From an optimization exercise on the open Yosys and OpenROAD flow, aimed at a short achievable clock period and few clock cycles; shortcuts taken in it are not production practice. Function was checked by simulation only, so behaviour that the tests miss may differ from the original.

==> inputs of 12-12 <==
==> flow/design.v (excerpt) <==
module rv_core
#(
	parameter int              addr_bits = 30,
	parameter logic [31:0]     reset_pc  = '0
) (
	input  logic                 clock,
	input  logic                 rst,
	output logic [31:0]          pc_out,
	output logic                 inst_strobe,
	input  logic [31:0]          inst_in,
	input  logic                 inst_ack,
	output logic [addr_bits-1:0] addr,
	output logic [31:0]          data_out,
	output logic [3:0]           select,
	output logic                 write,
	output logic                 data_strobe,
	input  logic                 data_ack
);
	localparam int sq_depth = 4;
	localparam int sq_bits = 2;
	localparam logic [sq_bits:0] sq_full = sq_depth;
	logic [31:0] pc;
	logic        d_valid;
	logic [31:0] d_inst;
	logic [31:0] d_pc;
	logic        x_valid;
	logic [31:0] x_a, x_b, x_imm;
	logic        x_fwd_a, x_fwd_b;
	logic        x_sub, x_sel_add, x_sel_slt, x_sel_sltu, x_sel_xor, x_sel_or, x_sel_and;
	logic        x_sel_sll, x_sel_sr, x_arith;
	logic        x_writes;
	logic [4:0]  x_rd;
	logic        x_branch;
	logic [2:0]  x_f3;
	logic        x_pred;
	logic [31:0] x_alt_pc;
	logic        x_store;
	logic        w_valid;
	logic [4:0]  w_rd;
	logic [31:0] w_value;
	logic [31:0] regs [1:31];
	logic [addr_bits-1:0] sq_addr [sq_depth];
	logic [31:0]          sq_data [sq_depth];
	logic [sq_bits-1:0] sq_head, sq_tail;
	logic [sq_bits:0]   sq_count;
	logic [4:0]  d_op, d_rs1, d_rs2, d_rd;
	logic [2:0]  d_f3;
  ...
clock: 9.0 ns
lec_check: 0
cap_margin: 20
core_margin: 2
core_utilization: 40
slew_margin: 20
run.sh (not shown) runs the stock make flow with config.mk's settings and CLKGATE_MAP_FILE= SYNTH_SCRIPT=/design/flow/synth_recipe.tcl, a recipe that flattens the netlist after the stock synthesis.
==> 08-05 (differences from 12-12) <==
--- a/flow/design.v
+++ b/flow/design.v
@@ -114,18 +114,18 @@
 	assign d_rd  = d_inst[11:7];
 	assign d_f3  = d_inst[14:12];
 	assign d_rs1 = d_inst[19:15];
 	assign d_rs2 = d_inst[24:20];
 	assign d_lui  = d_op == 5'b01101;
 	assign d_jal  = d_op == 5'b11011;
-	assign d_br   = d_op == 5'b11000 && d_f3[2:1] != 2'b01;
+	assign d_br   = d_op == 5'b11000 && d_f3[2:1] != 2'b01 && imm_b != 32'd4;
 	assign d_st   = d_op == 5'b01000;
 	assign d_alui = d_op == 5'b00100;
 	assign d_alur = d_op == 5'b01100;
 	assign d_writes = (d_lui || d_jal || d_alui || d_alur) && d_rd != 5'd0;
-	assign d_pred   = d_jal || (d_br && d_inst[31]);
+	assign d_pred   = d_jal || (d_op == 5'b11000 && d_f3[2:1] != 2'b01 && d_inst[31]);
 	assign imm_i = {{20{d_inst[31]}}, d_inst[31:20]};
 	assign imm_s = {{20{d_inst[31]}}, d_inst[31:25], d_inst[11:7]};
 	assign imm_b = {{19{d_inst[31]}}, d_inst[31], d_inst[7], d_inst[30:25], d_inst[11:8], 1'b0};
 	assign imm_j = {{11{d_inst[31]}}, d_inst[31], d_inst[19:12], d_inst[20], d_inst[30:21], 1'b0};
 	assign imm_u = {d_inst[31:12], 12'b0};
 	assign d_link   = d_pc + 32'd4;
@@ -133,12 +133,21 @@
 	assign rf_1 = (d_rs1 == 5'd0) ? 32'd0 : regs[d_rs1];
 	assign rf_2 = (d_rs2 == 5'd0) ? 32'd0 : regs[d_rs2];
 	assign d_val_1 = (w_valid && w_rd == d_rs1) ? w_value : rf_1;
 	assign d_val_2 = (w_valid && w_rd == d_rs2) ? w_value : rf_2;
 	assign d_fwd_1 = x_valid && x_writes && x_rd == d_rs1;
 	assign d_fwd_2 = x_valid && x_writes && x_rd == d_rs2;
+	logic        f_jal, f_pred;
+	logic [12:0] f_imm, f_lo;
+	logic [31:0] f_next;
+	assign f_jal  = inst_in[6:2] == 5'b11011;
+	assign f_pred = f_jal || (inst_in[6:2] == 5'b11000 && inst_in[14:13] != 2'b01 && inst_in[31]);
+	assign f_imm  = f_jal ? {inst_in[12], inst_in[20], inst_in[30:21], 1'b0}
+		: {inst_in[31], inst_in[7], inst_in[30:25], inst_in[11:8], 1'b0};
+	assign f_lo   = pc[12:0] + f_imm;
+	assign f_next = f_pred ? {pc[31:13], f_lo} : pc + 32'd4;
 	logic [31:0] op_a, op_b, sum, shl, shr, result, st_addr;
 	logic        eq, lt, ltu, taken, mispredict, stall, push;
 	assign op_a = x_fwd_a ? w_value : x_a;
 	assign op_b = x_fwd_b ? w_value : x_b;
 	assign sum = op_a + (x_sub ? ~op_b : op_b) + {31'd0, x_sub};
 	assign shl = op_a << op_b[4:0];
@@ -166,13 +175,13 @@
 	end
 	assign mispredict = x_valid && x_branch && (taken != x_pred);
 	assign st_addr = op_a + x_imm;
 	assign stall = x_valid && x_store && sq_count == sq_full;
 	assign push  = x_valid && x_store && !stall;
 	logic redirect_d;
-	assign redirect_d = d_valid && d_pred && !stall && !mispredict;
+	assign redirect_d = d_valid && d_pred && d_target[31:13] != d_pc[31:13] && !stall && !mispredict;
 	always_ff @(posedge clock) begin
 		if (rst) begin
 			pc <= reset_pc;
 			d_valid <= 1'b0;
 			x_valid <= 1'b0;
 			w_valid <= 1'b0;
@@ -184,21 +193,21 @@
 			end else if (redirect_d) begin
 				pc <= d_target;
 				d_valid <= 1'b0;
 			end else begin
 				d_valid <= inst_ack;
 				if (inst_ack)
-					pc <= pc + 32'd4;
+					pc <= f_next;
 			end
 			if (!stall)
 				x_valid <= d_valid && !mispredict;
 			w_valid <= x_valid && x_writes && !stall;
 		end
 	end
 	always_ff @(posedge clock) begin
-		if (!stall && !mispredict && !redirect_d && inst_ack) begin
+		if (!stall) begin
 			d_inst <= inst_in;
 			d_pc <= pc;
 		end
 	end
 	always_ff @(posedge clock) begin
 		if (!stall) begin
@@ -229,14 +238,17 @@
 	always_ff @(posedge clock) begin
 		if (x_valid && x_writes && !stall) begin
 			w_rd <= x_rd;
 			w_value <= result;
 		end
 	end
-	always_ff @(posedge clock) begin
-		if (rst) begin
+	logic rst_rf;
+	always_ff @(posedge clock)
+		rst_rf <= rst;
+	always_ff @(posedge clock) begin
+		if (rst_rf) begin
 			for (int i = 1; i < 32; i++)
 				regs[i] <= '0;
 		end else if (w_valid) begin
 			regs[w_rd] <= w_value;
 		end
 	end
- SETUP_SLACK_MARGIN: not set -> 5
==> run summary <==
12-12 finished clean. 08-05 finished with timing, DRC and antenna clean. Of 08-05 and 12-12, 12-12 has the higher hold slack (gap 0.040 ns). Against 08-05, the setup slack of 12-12 is worse by 1.8 ns. Between 12-12 and 08-05, the lower critical path depth is in 12-12 (gap 7). Between 08-05 and 12-12, the lower non-clock buffer count is in 12-12 (gap 188).
Testbench counts of 12-12, summed over its fixed seeds: cycles 43,406.
Testbench counts of 08-05, summed over its fixed seeds: cycles 40,451.

* * *

==> job 9135: inputs <==
Another version of the RTL of rv_core (not shown whole).
export LEC_CHECK = 0
export CAP_MARGIN = 20
export CORE_MARGIN = 2
export CORE_UTILIZATION = 40
export SLEW_MARGIN = 20
export SYNTH_HIERARCHICAL = 1
create_clock -name core_clock -period 9.0 [get_ports {clock}]
standard.sh (not shown) runs the stock make flow with config.mk's settings and CLKGATE_MAP_FILE= SYNTH_SCRIPT=/design/flow/synth_recipe.tcl, a recipe that flattens the netlist after the stock synthesis.
==> flow/flow/run.sh <==
#!/bin/bash
set -euo pipefail
bash standard.sh SETUP_SLACK_MARGIN=6 finish > standard.log 2>&1
==> inputs of job 6393, as changes to job 9135 <==
--- a/flow/design.v
+++ b/flow/design.v
@@ -76,31 +76,36 @@
 	input  logic                 data_ack
 );
 	logic [31:0] pc;
 	logic        d_valid;
 	logic [31:0] d_inst;
 	logic [31:0] d_pc;
 	logic        d_fix;       
+	logic        d_fpred;     
 	logic        fix_pending;  
 	logic [31:0] fix_target;
 	logic        x_valid;
 	logic [31:0] x_a, x_b, x_imm;
 	logic [4:0]  x_shl, x_shr;   
 	logic [31:0] x_ca, x_cb;     
 	logic        x_sel_add, x_sel_sub, x_sel_cmp, x_sel_logic, x_sel_sll, x_sel_sr;
 	logic        x_unsigned, x_xor, x_or, x_arith;
 	logic        x_writes;
 	logic [4:0]  x_rd;
 	logic        x_m_eq, x_m_ne, x_m_lt, x_m_ge, x_m_ltu, x_m_geu;
 	logic [31:0] x_alt_pc;
+	logic        x_pred;
+	logic        x_fbr;          
+	logic [3:0]  x_idx;
 	logic        x_store;
 	logic        w_valid;
 	logic [4:0]  w_rd;
 	logic [31:0] w_value;
 	logic [31:0] regs [1:31];
+	logic        rst_rf;         
 	logic [4:0]  d_op, d_rs1, d_rs2, d_rd;
 	logic [2:0]  d_f3;
 	logic        d_lui, d_jal, d_bop, d_br, d_st, d_alui, d_alur, d_alu;
 	logic        d_writes, d_pred;
 	logic [31:0] imm_i, imm_s, imm_b, imm_j, imm_u;
 	logic [31:0] d_link, d_target;
 	logic [31:0] rf_1, rf_2, d_val_1, d_val_2;
@@ -120,15 +125,15 @@
 	assign d_bop  = d_op == 5'b11000 && d_f3[2:1] != 2'b01;
 	assign d_br   = d_bop && imm_b != 32'd4;
 	assign d_st   = d_op == 5'b01000;
 	assign d_alui = d_op == 5'b00100;
 	assign d_alur = d_op == 5'b01100;
 	assign d_alu  = d_alui || d_alur;
 	assign d_writes = (d_lui || d_jal || d_alu) && d_rd != 5'd0;
-	assign d_pred   = d_jal || (d_bop && d_inst[31]);
+	assign d_pred   = d_fpred;
 	assign d_link   = d_pc + 32'd4;
 	logic [31:0] d_target_j, d_target_b;
 	rv_add32 target_j_i (.a(d_pc), .b(imm_j), .sum(d_target_j));
 	rv_add32 target_b_i (.a(d_pc), .b(imm_b), .sum(d_target_b));
 	assign d_target = d_jal ? d_target_j : d_target_b;
 	assign rf_1 = (d_rs1 == 5'd0) ? 32'd0 : regs[d_rs1];
 	assign rf_2 = (d_rs2 == 5'd0) ? 32'd0 : regs[d_rs2];
@@ -160,18 +165,30 @@
 	assign st_addr = x_ca + x_imm;
 	logic redirect_d;
 	logic [31:0] pc_next;
 	logic        f_fix;
 	assign redirect_d = d_valid && d_fix;
 	logic [31:0] f_next, pc_base;
 	assign pc_base = fix_pending ? fix_target : pc;
+	logic [15:0] bht;
+	logic        u_valid, u_taken, f_pred;
+	logic [3:0]  u_idx;
 	rv_fetch_pred fetch_pred_i (
 		.pc, .base(pc_base), .inst(inst_in), .inst_ack, .enable(!d_hold && !fix_pending),
-		.next(f_next), .fix(f_fix)
+		.hist(!rst_rf && bht[pc[5:2]]), .next(f_next), .pred(f_pred), .fix(f_fix)
 	);
+	always_ff @(posedge clock) begin
+		u_valid <= x_valid && x_fbr;
+		u_idx <= x_idx;
+		u_taken <= x_pred ^ mispredict;
+		if (rst_rf)
+			bht <= 16'd0;
+		else if (u_valid)
+			bht[u_idx] <= u_taken;
+	end
 	assign pc_next = mispredict ? x_alt_pc : f_next;
 	always_ff @(posedge clock) begin
 		if (rst)
 			pc <= reset_pc;
 		else
 			pc <= pc_next;
 	end
@@ -192,14 +209,15 @@
 		end
 	end
 	always_ff @(posedge clock) begin
 		if (!d_hold) begin
 			d_inst <= inst_in;
 			d_pc <= pc;
 			d_fix <= f_fix;
+			d_fpred <= f_pred;
 		end
 		fix_target <= d_target;
 	end
 	always_ff @(posedge clock) begin
 		begin
 			if (d_fwd_1)
 				x_a <= result;
@@ -245,22 +263,24 @@
 			x_m_eq  <= d_br && d_f3 == (d_pred ? 3'b001 : 3'b000);
 			x_m_ne  <= d_br && d_f3 == (d_pred ? 3'b000 : 3'b001);
 			x_m_lt  <= d_br && d_f3 == (d_pred ? 3'b101 : 3'b100);
 			x_m_ge  <= d_br && d_f3 == (d_pred ? 3'b100 : 3'b101);
 			x_m_ltu <= d_br && d_f3 == (d_pred ? 3'b111 : 3'b110);
 			x_m_geu <= d_br && d_f3 == (d_pred ? 3'b110 : 3'b111);
 			x_alt_pc <= d_pred ? d_link : d_target;
+			x_pred <= d_pred;
+			x_fbr <= d_br && !d_inst[31];
+			x_idx <= d_pc[5:2];
 			x_store <= d_st;
 		end
 	end
 	always_ff @(posedge clock) begin
 		w_rd <= x_rd;
 		w_value <= result;
 	end
-	logic rst_rf;
 	always_ff @(posedge clock)
 		rst_rf <= rst;
 	always_ff @(posedge clock) begin
 		if (rst_rf) begin
 			for (int i = 1; i < 32; i++)
 				regs[i] <= '0;
 		end else if (w_valid) begin
@@ -314,45 +334,54 @@
 endmodule
 module rv_fetch_pred (
 	input  logic [31:0] pc,
 	input  logic [31:0] base,
 	input  logic [31:0] inst,
 	input  logic        inst_ack,
 	input  logic        enable,
+	input  logic        hist,
 	output logic [31:0] next,
+	output logic        pred,
 	output logic        fix
 );
 	logic        jal, bpred, carry_b, carry_j, hi_zero_j, hi_ones_j, fix_b, fix_j;
 	logic        no_pred, advance;
 	logic [12:0] imm_b, imm_j, lo_j, lo_b;
 	logic [31:0] seq;
 	assign seq     = pc + 32'd4;
 	assign no_pred = pc[12:2] == 11'h7ff;
 	assign advance = enable && inst_ack;
 	assign jal   = inst[6:2] == 5'b11011;
-	assign bpred = inst[6:2] == 5'b11000 && inst[14:13] != 2'b01 && inst[31];
+	assign bpred = inst[6:2] == 5'b11000 && inst[14:13] != 2'b01 && (inst[31] || hist);
+	assign pred  = jal || bpred;
 	assign imm_j = {inst[12], inst[20], inst[30:21], 1'b0};
 	assign imm_b = {inst[31], inst[7], inst[30:25], inst[11:8], 1'b0};
 	assign {carry_j, lo_j} = {1'b0, pc[12:0]} + {1'b0, imm_j};
 	assign {carry_b, lo_b} = {1'b0, pc[12:0]} + {1'b0, imm_b};
 	always_comb begin
 		if (!advance)
-			next = base;
+			next[12:0] = base[12:0];
 		else if (no_pred)
-			next = seq;
+			next[12:0] = seq[12:0];
 		else if (jal)
-			next = {pc[31:13], lo_j};
+			next[12:0] = lo_j;
 		else if (bpred)
-			next = {pc[31:13], lo_b};
+			next[12:0] = lo_b;
+		else
+			next[12:0] = seq[12:0];
+		if (!advance)
+			next[31:13] = base[31:13];
+		else if (no_pred)
+			next[31:13] = seq[31:13];
 		else
-			next = seq;
+			next[31:13] = pc[31:13];
 	end
 	assign hi_zero_j = !inst[31] && inst[19:13] == 7'd0;
 	assign hi_ones_j = inst[31] && inst[19:13] == 7'h7f;
-	assign fix_b = !carry_b;
+	assign fix_b = inst[31] ? !carry_b : carry_b;
 	assign fix_j = !((hi_zero_j && !carry_j) || (hi_ones_j && carry_j));
 	assign fix = jal ? (no_pred || fix_j) : (bpred && (no_pred || fix_b));
 endmodule
 module rv_sq_ctrl (
 	input  logic       push,
 	input  logic       data_strobe,
 	input  logic       data_ack,
- CORE_UTILIZATION: 40 -> 55
- PLACE_DENSITY: not set -> 0.7
==> inputs of job 2103, as changes to job 9135 <==
--- a/flow/design.v
+++ b/flow/design.v
@@ -76,31 +76,36 @@
 	input  logic                 data_ack
 );
 	logic [31:0] pc;
 	logic        d_valid;
 	logic [31:0] d_inst;
 	logic [31:0] d_pc;
 	logic        d_fix;       
+	logic        d_fpred;     
 	logic        fix_pending;  
 	logic [31:0] fix_target;
 	logic        x_valid;
 	logic [31:0] x_a, x_b, x_imm;
 	logic [4:0]  x_shl, x_shr;   
 	logic [31:0] x_ca, x_cb;     
 	logic        x_sel_add, x_sel_sub, x_sel_cmp, x_sel_logic, x_sel_sll, x_sel_sr;
 	logic        x_unsigned, x_xor, x_or, x_arith;
 	logic        x_writes;
 	logic [4:0]  x_rd;
 	logic        x_m_eq, x_m_ne, x_m_lt, x_m_ge, x_m_ltu, x_m_geu;
 	logic [31:0] x_alt_pc;
+	logic        x_pred;
+	logic        x_fbr;          
+	logic [3:0]  x_idx;
 	logic        x_store;
 	logic        w_valid;
 	logic [4:0]  w_rd;
 	logic [31:0] w_value;
 	logic [31:0] regs [1:31];
+	logic        rst_rf;         
 	logic [4:0]  d_op, d_rs1, d_rs2, d_rd;
 	logic [2:0]  d_f3;
 	logic        d_lui, d_jal, d_bop, d_br, d_st, d_alui, d_alur, d_alu;
 	logic        d_writes, d_pred;
 	logic [31:0] imm_i, imm_s, imm_b, imm_j, imm_u;
 	logic [31:0] d_link, d_target;
 	logic [31:0] rf_1, rf_2, d_val_1, d_val_2;
@@ -120,15 +125,15 @@
 	assign d_bop  = d_op == 5'b11000 && d_f3[2:1] != 2'b01;
 	assign d_br   = d_bop && imm_b != 32'd4;
 	assign d_st   = d_op == 5'b01000;
 	assign d_alui = d_op == 5'b00100;
 	assign d_alur = d_op == 5'b01100;
 	assign d_alu  = d_alui || d_alur;
 	assign d_writes = (d_lui || d_jal || d_alu) && d_rd != 5'd0;
-	assign d_pred   = d_jal || (d_bop && d_inst[31]);
+	assign d_pred   = d_fpred;
 	assign d_link   = d_pc + 32'd4;
 	logic [31:0] d_target_j, d_target_b;
 	rv_add32 target_j_i (.a(d_pc), .b(imm_j), .sum(d_target_j));
 	rv_add32 target_b_i (.a(d_pc), .b(imm_b), .sum(d_target_b));
 	assign d_target = d_jal ? d_target_j : d_target_b;
 	assign rf_1 = (d_rs1 == 5'd0) ? 32'd0 : regs[d_rs1];
 	assign rf_2 = (d_rs2 == 5'd0) ? 32'd0 : regs[d_rs2];
@@ -160,18 +165,30 @@
 	assign st_addr = x_ca + x_imm;
 	logic redirect_d;
 	logic [31:0] pc_next;
 	logic        f_fix;
 	assign redirect_d = d_valid && d_fix;
 	logic [31:0] f_next, pc_base;
 	assign pc_base = fix_pending ? fix_target : pc;
+	logic [15:0] bht;
+	logic        u_valid, u_taken, f_pred;
+	logic [3:0]  u_idx;
 	rv_fetch_pred fetch_pred_i (
 		.pc, .base(pc_base), .inst(inst_in), .inst_ack, .enable(!d_hold && !fix_pending),
-		.next(f_next), .fix(f_fix)
+		.hist(!rst_rf && bht[pc[5:2]]), .next(f_next), .pred(f_pred), .fix(f_fix)
 	);
+	always_ff @(posedge clock) begin
+		u_valid <= x_valid && x_fbr;
+		u_idx <= x_idx;
+		u_taken <= x_pred ^ mispredict;
+		if (rst_rf)
+			bht <= 16'd0;
+		else if (u_valid)
+			bht[u_idx] <= u_taken;
+	end
 	assign pc_next = mispredict ? x_alt_pc : f_next;
 	always_ff @(posedge clock) begin
 		if (rst)
 			pc <= reset_pc;
 		else
 			pc <= pc_next;
 	end
@@ -192,14 +209,15 @@
 		end
 	end
 	always_ff @(posedge clock) begin
 		if (!d_hold) begin
 			d_inst <= inst_in;
 			d_pc <= pc;
 			d_fix <= f_fix;
+			d_fpred <= f_pred;
 		end
 		fix_target <= d_target;
 	end
 	always_ff @(posedge clock) begin
 		begin
 			if (d_fwd_1)
 				x_a <= result;
@@ -245,22 +263,24 @@
 			x_m_eq  <= d_br && d_f3 == (d_pred ? 3'b001 : 3'b000);
 			x_m_ne  <= d_br && d_f3 == (d_pred ? 3'b000 : 3'b001);
 			x_m_lt  <= d_br && d_f3 == (d_pred ? 3'b101 : 3'b100);
 			x_m_ge  <= d_br && d_f3 == (d_pred ? 3'b100 : 3'b101);
 			x_m_ltu <= d_br && d_f3 == (d_pred ? 3'b111 : 3'b110);
 			x_m_geu <= d_br && d_f3 == (d_pred ? 3'b110 : 3'b111);
 			x_alt_pc <= d_pred ? d_link : d_target;
+			x_pred <= d_pred;
+			x_fbr <= d_br && !d_inst[31];
+			x_idx <= d_pc[5:2];
 			x_store <= d_st;
 		end
 	end
 	always_ff @(posedge clock) begin
 		w_rd <= x_rd;
 		w_value <= result;
 	end
-	logic rst_rf;
 	always_ff @(posedge clock)
 		rst_rf <= rst;
 	always_ff @(posedge clock) begin
 		if (rst_rf) begin
 			for (int i = 1; i < 32; i++)
 				regs[i] <= '0;
 		end else if (w_valid) begin
@@ -314,45 +334,54 @@
 endmodule
 module rv_fetch_pred (
 	input  logic [31:0] pc,
 	input  logic [31:0] base,
 	input  logic [31:0] inst,
 	input  logic        inst_ack,
 	input  logic        enable,
+	input  logic        hist,
 	output logic [31:0] next,
+	output logic        pred,
 	output logic        fix
 );
 	logic        jal, bpred, carry_b, carry_j, hi_zero_j, hi_ones_j, fix_b, fix_j;
 	logic        no_pred, advance;
 	logic [12:0] imm_b, imm_j, lo_j, lo_b;
 	logic [31:0] seq;
 	assign seq     = pc + 32'd4;
 	assign no_pred = pc[12:2] == 11'h7ff;
 	assign advance = enable && inst_ack;
 	assign jal   = inst[6:2] == 5'b11011;
-	assign bpred = inst[6:2] == 5'b11000 && inst[14:13] != 2'b01 && inst[31];
+	assign bpred = inst[6:2] == 5'b11000 && inst[14:13] != 2'b01 && (inst[31] || hist);
+	assign pred  = jal || bpred;
 	assign imm_j = {inst[12], inst[20], inst[30:21], 1'b0};
 	assign imm_b = {inst[31], inst[7], inst[30:25], inst[11:8], 1'b0};
 	assign {carry_j, lo_j} = {1'b0, pc[12:0]} + {1'b0, imm_j};
 	assign {carry_b, lo_b} = {1'b0, pc[12:0]} + {1'b0, imm_b};
 	always_comb begin
 		if (!advance)
-			next = base;
+			next[12:0] = base[12:0];
 		else if (no_pred)
-			next = seq;
+			next[12:0] = seq[12:0];
 		else if (jal)
-			next = {pc[31:13], lo_j};
+			next[12:0] = lo_j;
 		else if (bpred)
-			next = {pc[31:13], lo_b};
+			next[12:0] = lo_b;
+		else
+			next[12:0] = seq[12:0];
+		if (!advance)
+			next[31:13] = base[31:13];
+		else if (no_pred)
+			next[31:13] = seq[31:13];
 		else
-			next = seq;
+			next[31:13] = pc[31:13];
 	end
 	assign hi_zero_j = !inst[31] && inst[19:13] == 7'd0;
 	assign hi_ones_j = inst[31] && inst[19:13] == 7'h7f;
-	assign fix_b = !carry_b;
+	assign fix_b = inst[31] ? !carry_b : carry_b;
 	assign fix_j = !((hi_zero_j && !carry_j) || (hi_ones_j && carry_j));
 	assign fix = jal ? (no_pred || fix_j) : (bpred && (no_pred || fix_b));
 endmodule
 module rv_sq_ctrl (
 	input  logic       push,
 	input  logic       data_strobe,
 	input  logic       data_ack,
==> flow/flow/run.sh (replaced) <==
#!/bin/bash
set -euo pipefail
bash standard.sh SETUP_SLACK_MARGIN=7 finish > standard.log 2>&1
==> inputs of job 9595, as changes to job 9135 <==
--- a/flow/design.v
+++ b/flow/design.v
@@ -87,20 +87,25 @@
 	logic [4:0]  x_shl, x_shr;   
 	logic [31:0] x_ca, x_cb;     
 	logic        x_sel_add, x_sel_sub, x_sel_cmp, x_sel_logic, x_sel_sll, x_sel_sr;
 	logic        x_unsigned, x_xor, x_or, x_arith;
 	logic        x_writes;
 	logic [4:0]  x_rd;
 	logic        x_m_eq, x_m_ne, x_m_lt, x_m_ge, x_m_ltu, x_m_geu;
-	logic [31:0] x_alt_pc;
+	logic [31:0] x_link, x_target;
+	logic        x_pred2;
 	logic        x_store;
 	logic        w_valid;
 	logic [4:0]  w_rd;
 	logic [31:0] w_value;
 	logic [31:0] regs [1:31];
+	logic [31:1] zflag;          
+	logic        rst_rf;         
+	logic [2:1]  d_mx, d_mw, d_mp, d_zr, d_sg;
+	logic        p_zero, p_sign;   
 	logic [4:0]  d_op, d_rs1, d_rs2, d_rd;
 	logic [2:0]  d_f3;
 	logic        d_lui, d_jal, d_bop, d_br, d_st, d_alui, d_alur, d_alu;
 	logic        d_writes, d_pred;
 	logic [31:0] imm_i, imm_s, imm_b, imm_j, imm_u;
 	logic [31:0] d_link, d_target;
 	logic [31:0] rf_1, rf_2, d_val_1, d_val_2;
@@ -154,53 +159,132 @@
 		| ({32{x_sel_cmp}}   & {31'd0, less})
 		| ({32{x_sel_logic}} & logic_out)
 		| ({32{x_sel_sll}}   & shl)
 		| ({32{x_sel_sr}}    & shr);
 	assign mispredict = x_valid && ((x_m_eq && eq) || (x_m_ne && !eq) || (x_m_lt && lt)
 		|| (x_m_ge && !lt) || (x_m_ltu && ltu) || (x_m_geu && !ltu));
 	assign st_addr = x_ca + x_imm;
+	logic        sum_zero, diff_zero, w_zero;
+	logic [2:1]  k_known, k_zero, k_sign;
+	logic        d_zcmp, d_known, d_zero, d_sign, d_taken2, d_not_taken, d_pred2;
+	logic        redirect_nt, redirect_t;
+	assign sum_zero  = !(x_a[0] ^ x_b[0]) && ((x_a[31:1] ^ x_b[31:1]) == (x_a[30:0] | x_b[30:0]));
+	assign diff_zero = x_a == x_b;
+	assign w_zero    = w_value == 32'd0;
+	always_comb begin
+		for (int k = 1; k <= 2; k++) begin
+			if (d_mx[k]) begin
+				k_known[k] = x_sel_add || x_sel_sub;
+				k_zero[k]  = x_sel_add ? sum_zero : diff_zero;
+				k_sign[k]  = 1'b0;
+			end else if (d_mw[k]) begin
+				k_known[k] = 1'b1;
+				k_zero[k]  = w_zero;
+				k_sign[k]  = w_value[31];
+			end else if (d_mp[k]) begin
+				k_known[k] = 1'b1;
+				k_zero[k]  = p_zero;
+				k_sign[k]  = p_sign;
+			end else begin
+				k_known[k] = 1'b1;
+				k_zero[k]  = d_zr[k];
+				k_sign[k]  = d_sg[k];
+			end
+		end
+	end
+	assign d_zcmp  = d_br && (d_rs1 == 5'd0 || d_rs2 == 5'd0);
+	assign d_known = (d_rs2 == 5'd0) ? k_known[1] : k_known[2];
+	assign d_zero  = (d_rs2 == 5'd0) ? k_zero[1] : k_zero[2];
+	assign d_sign  = (d_rs2 == 5'd0) ? k_sign[1] : k_sign[2];
+	always_comb begin
+		if (d_rs2 == 5'd0) begin
+			case (d_f3)
+				3'b000:  d_taken2 = d_zero;
+				3'b001:  d_taken2 = !d_zero;
+				3'b100:  d_taken2 = d_sign;
+				3'b101:  d_taken2 = !d_sign;
+				3'b110:  d_taken2 = 1'b0;
+				default: d_taken2 = 1'b1;
+			endcase
+		end else begin
+			case (d_f3)
+				3'b000:  d_taken2 = d_zero;
+				3'b001:  d_taken2 = !d_zero;
+				3'b100:  d_taken2 = !d_sign && !d_zero;
+				3'b101:  d_taken2 = d_sign || d_zero;
+				3'b110:  d_taken2 = !d_zero;
+				default: d_taken2 = d_zero;
+			endcase
+		end
+	end
+	assign d_not_taken = d_zcmp && d_known && !d_taken2;
+	assign d_pred2     = (d_zcmp && d_known) ? d_taken2 : d_pred;
+	assign redirect_nt = d_valid && d_pred && !d_pred2;
+	assign redirect_t  = d_valid && !d_pred && d_pred2;
+	logic [2:1] f_mx, f_mw, f_mp, f_zr, f_sg;
+	always_comb begin
+		for (int k = 1; k <= 2; k++) begin
+			logic [4:0] r;
+			r = (k == 1) ? inst_in[19:15] : inst_in[24:20];
+			f_mx[k] = d_valid && d_writes && d_rd == r;
+			f_mw[k] = x_valid && x_writes && x_rd == r;
+			f_mp[k] = w_valid && w_rd == r;
+			f_zr[k] = (r == 5'd0 || rst_rf) ? 1'b1 : zflag[r];
+			f_sg[k] = (r == 5'd0 || rst_rf) ? 1'b0 : regs[r][31];
+		end
+	end
 	logic redirect_d;
 	logic [31:0] pc_next;
 	logic        f_fix;
-	assign redirect_d = d_valid && d_fix;
+	assign redirect_d = d_valid && d_fix && !d_not_taken;
 	logic [31:0] f_next, pc_base;
 	assign pc_base = fix_pending ? fix_target : pc;
 	rv_fetch_pred fetch_pred_i (
 		.pc, .base(pc_base), .inst(inst_in), .inst_ack, .enable(!d_hold && !fix_pending),
 		.next(f_next), .fix(f_fix)
 	);
-	assign pc_next = mispredict ? x_alt_pc : f_next;
+	logic [31:0] x_alt_pc;
+	assign x_alt_pc = x_pred2 ? x_link : x_target;
+	assign pc_next = mispredict ? x_alt_pc
+		: (redirect_nt ? d_link : (redirect_t ? d_target : f_next));
 	always_ff @(posedge clock) begin
 		if (rst)
 			pc <= reset_pc;
 		else
 			pc <= pc_next;
 	end
 	always_ff @(posedge clock) begin
 		if (rst) begin
 			fix_pending <= 1'b0;
 			d_valid <= 1'b0;
 			x_valid <= 1'b0;
 			w_valid <= 1'b0;
 		end else begin
 			fix_pending <= redirect_d && !mispredict;
-			if (mispredict || redirect_d || fix_pending)
+			if (mispredict || redirect_d || fix_pending || redirect_nt || redirect_t)
 				d_valid <= 1'b0;
 			else if (!d_hold)
 				d_valid <= inst_ack;
 			x_valid <= d_valid && !mispredict && !d_hold;
 			w_valid <= x_valid && x_writes;
 		end
 	end
 	always_ff @(posedge clock) begin
 		if (!d_hold) begin
 			d_inst <= inst_in;
 			d_pc <= pc;
 			d_fix <= f_fix;
+			d_mx <= f_mx;
+			d_mw <= f_mw;
+			d_mp <= f_mp;
+			d_zr <= f_zr;
+			d_sg <= f_sg;
 		end
+		p_zero <= w_zero;
+		p_sign <= w_value[31];
 		fix_target <= d_target;
 	end
 	always_ff @(posedge clock) begin
 		begin
 			if (d_fwd_1)
 				x_a <= result;
 			else
@@ -238,37 +322,41 @@
 			x_xor       <= d_f3 == 3'b100;
 			x_or        <= d_f3 == 3'b110;
 			x_sel_sll  <= d_alu && d_f3 == 3'b001;
 			x_sel_sr   <= d_alu && d_f3 == 3'b101;
 			x_arith    <= d_inst[30];
 			x_writes <= d_writes;
 			x_rd <= d_rd;
-			x_m_eq  <= d_br && d_f3 == (d_pred ? 3'b001 : 3'b000);
-			x_m_ne  <= d_br && d_f3 == (d_pred ? 3'b000 : 3'b001);
-			x_m_lt  <= d_br && d_f3 == (d_pred ? 3'b101 : 3'b100);
-			x_m_ge  <= d_br && d_f3 == (d_pred ? 3'b100 : 3'b101);
-			x_m_ltu <= d_br && d_f3 == (d_pred ? 3'b111 : 3'b110);
-			x_m_geu <= d_br && d_f3 == (d_pred ? 3'b110 : 3'b111);
-			x_alt_pc <= d_pred ? d_link : d_target;
+			x_m_eq  <= d_br && d_f3 == (d_pred2 ? 3'b001 : 3'b000);
+			x_m_ne  <= d_br && d_f3 == (d_pred2 ? 3'b000 : 3'b001);
+			x_m_lt  <= d_br && d_f3 == (d_pred2 ? 3'b101 : 3'b100);
+			x_m_ge  <= d_br && d_f3 == (d_pred2 ? 3'b100 : 3'b101);
+			x_m_ltu <= d_br && d_f3 == (d_pred2 ? 3'b111 : 3'b110);
+			x_m_geu <= d_br && d_f3 == (d_pred2 ? 3'b110 : 3'b111);
+			x_pred2 <= d_pred2;
+			x_link <= d_link;
+			x_target <= d_target;
 			x_store <= d_st;
 		end
 	end
 	always_ff @(posedge clock) begin
 		w_rd <= x_rd;
 		w_value <= result;
 	end
-	logic rst_rf;
 	always_ff @(posedge clock)
 		rst_rf <= rst;
 	always_ff @(posedge clock) begin
 		if (rst_rf) begin
-			for (int i = 1; i < 32; i++)
+			for (int i = 1; i < 32; i++) begin
 				regs[i] <= '0;
+				zflag[i] <= 1'b1;
+			end
 		end else if (w_valid) begin
 			regs[w_rd] <= w_value;
+			zflag[w_rd] <= w_zero;
 		end
 	end
 	assign d_hold = d_valid && d_st && q_count + {2'd0, x_valid && x_store} > 3'd3;
 	assign push   = x_valid && x_store;
 	logic [addr_bits-1:0] q_addr [4];
 	logic [31:0]          q_data [4];
 	logic [1:0]           q_head, q_tail;
==> results.ini <==
[global_route]
grt_antenna_before_repair=25

[sta]
relSlewSlack=0.137
max_freq_mhz=279

[detailed_routing]
wl_met3_um=35500

[run_status]
status=finished clean

[power_and_ir_drop]
p_leak_nw=45.3

[finish]
multiInputGateArea_um2=54200
nMultiInputCombCells=5231
final_core_util=0.498

[critical_path]
cp_max_fo=5

[place]
post-place-ws_ps=3530

Source of the figures above: job 9595

==> results.ini <==
[run_status]
status=finished clean

[detailed_routing]
wl_met3_um=38300

[global_route]
grt_antenna_before_repair=20

[critical_path]
cp_max_fo=2

[place]
post-place-ws_ps=4060

[sta]
max_freq_mhz=295

Source of the figures above: job 9135

==> results.ini <==
[run_status]
status=finished clean

[finish]
nMultiInputCombCells=5144
final_core_util=0.664
mostFrequentLayoutCells=edfxtp_1, and2_1, mux4_2
multiInputGateArea_um2=49700

[sta]
relSlewSlack=0.164
max_freq_mhz=284

[critical_path]
cp_max_fo=4
crit_path_end_kind=register

[power_and_ir_drop]
p_leak_nw=43.2

[detailed_routing]
wl_met3_um=41700

Source of the figures above: job 6393

==> results.ini <==
[run_status]
status=finished clean

[place]
post-place-ws_ps=4150

[sta]
relSlewSlack=0.0970
max_freq_mhz=286

[finish]
multiInputGateArea_um2=52700
clk_share=0.0444
final_core_util=0.544

[critical_path]
cp_max_fo=4

[power_and_ir_drop]
p_leak_nw=49.0

[global_route]
grt_use_met1=0.395
grt_antenna_before_repair=51

[detailed_routing]
vias_per_cell=6.48

Source of the figures above: job 2103

Testbench counts of job 9135, summed over its fixed seeds: cycles 40,451.
Testbench counts of job 6393, summed over its fixed seeds: cycles 39,830.
Testbench counts of job 2103, summed over its fixed seeds: cycles 39,830.
Testbench counts of job 9595, summed over its fixed seeds: cycles 39,490.

-- separate check: timing with driven ports --
The results above use ideal ports. As a check the final layouts listed here were re-extracted and re-timed, cells and wires unchanged. Step 1 assumes that a clkbuf_16 drives the clock port and a buf_2 every other input. Step 2 adds t to the input delays and takes it off the output delays; t is the mean of the earliest and latest rising clock arrival at the registers after step 1. Input paths then give back, and output paths get back, about the clock's delay inside the block. Three values: no drivers, after step 1, after step 2; two values: the first two.
| run | shift t [ns] | setup WS [ns] | worst register clock-pin slew, ns |
|---|---|---|---|
| 12-12 | 0.905 | 2.357 / 2.357 / 2.357 | 0.07 / 0.07 |
| 08-05 | 0.913 | 4.188 / 4.188 / 3.505 | 0.07 / 0.07 |
| job 9135 | 0.931 | 5.615 / 5.634 / 4.703 | 0.07 / 0.07 |
| job 6393 | 0.951 | 5.485 / 5.485 / 4.960 | 0.07 / 0.07 |
| job 2103 | 0.952 | 5.508 / 5.508 / 4.819 | 0.07 / 0.07 |
| job 9595 | 0.945 | 5.420 / 5.420 / 4.675 | 0.07 / 0.07 |
After both steps setup and hold are still met in every run listed. The setup slack of job 9135, which loses most, moves by +0.019 ns with the drivers and by -0.912 ns with both steps.
